Background: an optimization exercise with open tools, aiming at a short achievable clock period and few clock cycles. Do not read the settings as production practice.
The RTL was checked by simulation tests, not by an equivalence proof against the original design.
No driver is modelled on the clock port, so clocking that relies on it looks cheaper here than on a real chip.
Power is estimated from default activity; no workload was simulated.

Design rv_core, start of the top module:
module rv_core (
	input  logic             clk,
	input  logic             reset,
	output logic [32-1:0] imem_addr,
	input  logic [32-1:0] imem_data,
	output logic [32-1:0] dmem_addr,
	output logic [32-1:0] dmem_wdata,
	output logic             dmem_we,
	input  logic [32-1:0] dmem_rdata
);
export LEC_CHECK = 0
export ABC_CLOCK_PERIOD_IN_PS = 3000
export CAP_MARGIN = 20
export CORE_MARGIN = 2
export CORE_UTILIZATION = 35
export SETUP_SLACK_MARGIN = 5
export SLEW_MARGIN = 20
export TNS_END_PERCENT = 100
create_clock -name core_clock -period 11.0 [get_ports {clk}]
standard.sh (not shown) runs the stock make flow with config.mk's settings and CLKGATE_MAP_FILE= SYNTH_SCRIPT=/design/flow/synth_recipe.tcl, a recipe that flattens the netlist after the stock synthesis.
==> flow/flow/run.sh <==
#!/bin/bash
# The standard ORFS layout (standard.sh, standard synthesis included), with:
#  - timing repair aimed well below the clock period (setup margin 7.5 ns),
#  - repair free to change a cell's footprint (not only its drive strength),
#  - port buffers of a stronger cell than the default.
# The make output goes to flow_make.log; ORFS keeps each step's log under orfs/logs.
set -euo pipefail
sed -e "s/SETUP_SLACK_MARGIN=[0-9.]*/SETUP_SLACK_MARGIN=7.5 MATCH_CELL_FOOTPRINT=0 'BUFFER_PORTS_ARGS=-buffer_cell sky130_fd_sc_hd__buf_6'/" standard.sh > my_standard.sh
grep -q "MATCH_CELL_FOOTPRINT=0" my_standard.sh
bash my_standard.sh > flow_make.log 2>&1
Testbench counts at the start, summed over its fixed seeds: cycles 19,780.
Change:
==> flow/flow/run.sh (replaced) <==
#!/bin/bash
# The standard ORFS layout (standard.sh, standard synthesis included), with:
#  - timing repair aimed well below the clock period (setup margin 7.5 ns),
#  - repair free to change a cell's footprint (not only its drive strength),
#  - port buffers of a stronger cell than the default,
#  - one more timing-repair pass after CTS and after global routing
#    (flow/post_cts.tcl, flow/post_grt.tcl, through ORFS's step hooks).
# The make output goes to flow_make.log; ORFS keeps each step's log under orfs/logs.
set -euo pipefail
F=$(pwd)/flow
sed -e "s|SETUP_SLACK_MARGIN=[0-9.]*|SETUP_SLACK_MARGIN=7.5 MATCH_CELL_FOOTPRINT=0 'BUFFER_PORTS_ARGS=-buffer_cell sky130_fd_sc_hd__buf_6' POST_CTS_TCL=$F/post_cts.tcl POST_GLOBAL_ROUTE_TCL=$F/post_grt.tcl|" standard.sh > my_standard.sh
grep -q "POST_CTS_TCL" my_standard.sh
bash my_standard.sh > flow_make.log 2>&1
==> flow/flow/post_cts.tcl (new file) <==
# Second timing-repair pass after CTS (the first one stops early)
puts "post_cts: worst slack before [sta::worst_slack -max]"
repair_timing_helper
detailed_placement
check_placement -verbose
puts "post_cts: worst slack after [sta::worst_slack -max]"
==> flow/flow/post_grt.tcl (new file) <==
# Second timing-repair pass with global-route parasitics
puts "post_grt: worst slack before [sta::worst_slack -max]"
global_route -start_incremental
repair_timing_helper
detailed_placement
global_route -end_incremental
estimate_parasitics -global_routing
puts "post_grt: worst slack after [sta::worst_slack -max]"
Now the flow completed and failed the layout checks on max-capacitance violations, max-slew violations.
Cell count climbs by 0.56%.
Worst hold slack barely changes.
Final area climbs by 0.99%.
Count of clock-buffer cells in the layout stays the same.
Die area stays the same.
Register-to-register slack gains 0.09 ns.
Power climbs by 0.43%.
Setup slack gains 0.062 ns.
Wire length climbs by 0.92%.

== main ==
rv_core, a different RTL version from the one above (not shown whole).
For scale: roughly 7,000 cells after synthesis.
## rv_core
module rv_core (
	input  logic             clk,
	input  logic             reset,
	output logic [32-1:0] imem_addr,
	input  logic [32-1:0] imem_data,
	output logic [32-1:0] dmem_addr,
	output logic [32-1:0] dmem_wdata,
	output logic             dmem_we,
	input  logic [32-1:0] dmem_rdata
);
	logic [32-1:0] pc_f, pc_o, pc4_f, pnext;
	logic [32-1:0] f_imm, f_rf1, f_rf2, f_rs2v, f_opa, f_opb;
	logic             f_live1, f_live2;
	rv_pkg::alu_sel_t f_alu_sel;
	logic             f_sub, f_sra, f_a_rs1, f_a_pc, f_b_imm, f_uses_rs2, f_reg_we;
	logic             f_is_load, f_is_store, f_is_branch, f_is_jal, f_is_jalr;
	logic [4:0]       f_rs1, f_rs2, f_rd;
	logic [1:0]       f_ctr;
	logic             f_jr_x0, f_jr_pair, f_jr_known;
	logic [11:0]      f_jr_pair_tgt, f_jrtgt, f_jtgt, f_btgt, f_tgt12;
	logic             f_hit;
	logic             e_valid;
	logic [32-1:0] e_pc, e_pc4, e_imm, e_opa, e_opb, e_rs2v;
	logic [11:0]      e_tgt12;             
	rv_pkg::alu_sel_t e_alu_sel;
	logic             e_sub, e_sra, e_reg_we;
	logic             e_is_load, e_is_store, e_is_branch, e_is_jal, e_is_jalr;
	logic [2:0]       e_f3;
	logic [5:0]       e_bc;                
	logic             e_is_auipc;
	logic [4:0]       e_rd;
  ...
export LEC_CHECK = 0
export ABC_CLOCK_PERIOD_IN_PS = 3000
export CAP_MARGIN = 20
export CORE_MARGIN = 2
export CORE_UTILIZATION = 35
export SETUP_SLACK_MARGIN = 5
export SLEW_MARGIN = 20
export TNS_END_PERCENT = 100
create_clock -name core_clock -period 11.0 [get_ports {clk}]
==> flow/flow/run.sh <==
#!/bin/bash
# The standard ORFS layout (standard.sh, standard synthesis included), with:
#  - timing repair aimed well below the clock period (setup margin 7.5 ns),
#  - repair free to change a cell's footprint (not only its drive strength),
#  - port buffers of a stronger cell than the default.
# The make output goes to flow_make.log; ORFS keeps each step's log under orfs/logs.
set -euo pipefail
sed -e "s/SETUP_SLACK_MARGIN=[0-9.]*/SETUP_SLACK_MARGIN=7.5 MATCH_CELL_FOOTPRINT=0 'BUFFER_PORTS_ARGS=-buffer_cell sky130_fd_sc_hd__buf_6'/" standard.sh > my_standard.sh
grep -q "MATCH_CELL_FOOTPRINT=0" my_standard.sh
bash my_standard.sh > flow_make.log 2>&1
Testbench counts of main, summed over its fixed seeds: cycles 19,682.
Relative to main, the following input files were edited for the feature branch:
==> flow/flow/run.sh <==
#!/bin/bash
# The standard ORFS layout (standard.sh, standard synthesis included), with:
#  - timing repair aimed well below the clock period (setup margin 8.5 ns),
#  - repair free to change a cell's footprint (not only its drive strength),
#  - port buffers of a stronger cell than the default.
# The make output goes to flow_make.log; ORFS keeps each step's log under orfs/logs.
set -euo pipefail
sed -e "s/SETUP_SLACK_MARGIN=[0-9.]*/SETUP_SLACK_MARGIN=8.5 MATCH_CELL_FOOTPRINT=0 'BUFFER_PORTS_ARGS=-buffer_cell sky130_fd_sc_hd__buf_6'/" standard.sh > my_standard.sh
grep -q "MATCH_CELL_FOOTPRINT=0" my_standard.sh
bash my_standard.sh > flow_make.log 2>&1
The flow did not stop early for the feature branch: all stages ran, and the layout cleared the timing, design-rule and antenna checks.
Between the feature branch and main, it is the feature branch whose largest fanout on the critical path is higher, by 1.
Sort main and the feature branch by cell count along the critical path desc -> top: main
Between main and the feature branch, the difference in average wire length per cell after detail routing is negligible.

## port drivers added, routing unchanged
How much do the figures lean on ideal ports? The routed layouts below were timed once more, with nothing changed but the port constraints.
Step 1, drivers: a clkbuf_16 drives clk and a buf_2 each remaining input, both assumed.
Step 2, shift: input delay + t, output delay - t, t = (earliest + latest rising clock arrival at the registers) / 2. This alone moves slack from input paths to output paths.
a / b / c = ideal ports / drivers / drivers and shift; a / b = the first two.
| run | t, ns | setup WS [ns] | worst setup path after step 2 | cell pins on the clock port's net |
|---|---|---|---|---|
| the first run of note 1 | 0.988 | 6.987 / 6.649 / 5.660 | input to register | 1 |
| the second run of note 1 | 0.994 | 7.049 / 6.662 / 5.667 | input to register | 1 |
| main | 0.972 | 6.978 / 6.682 / 5.710 | input to register | 1 |
| the feature branch | 0.976 | 6.997 / 6.706 / 5.729 | input to register | 1 |
For the second run of note 1, which loses most, drivers alone change the setup slack by -0.387 ns; drivers and shift together by -1.382 ns.
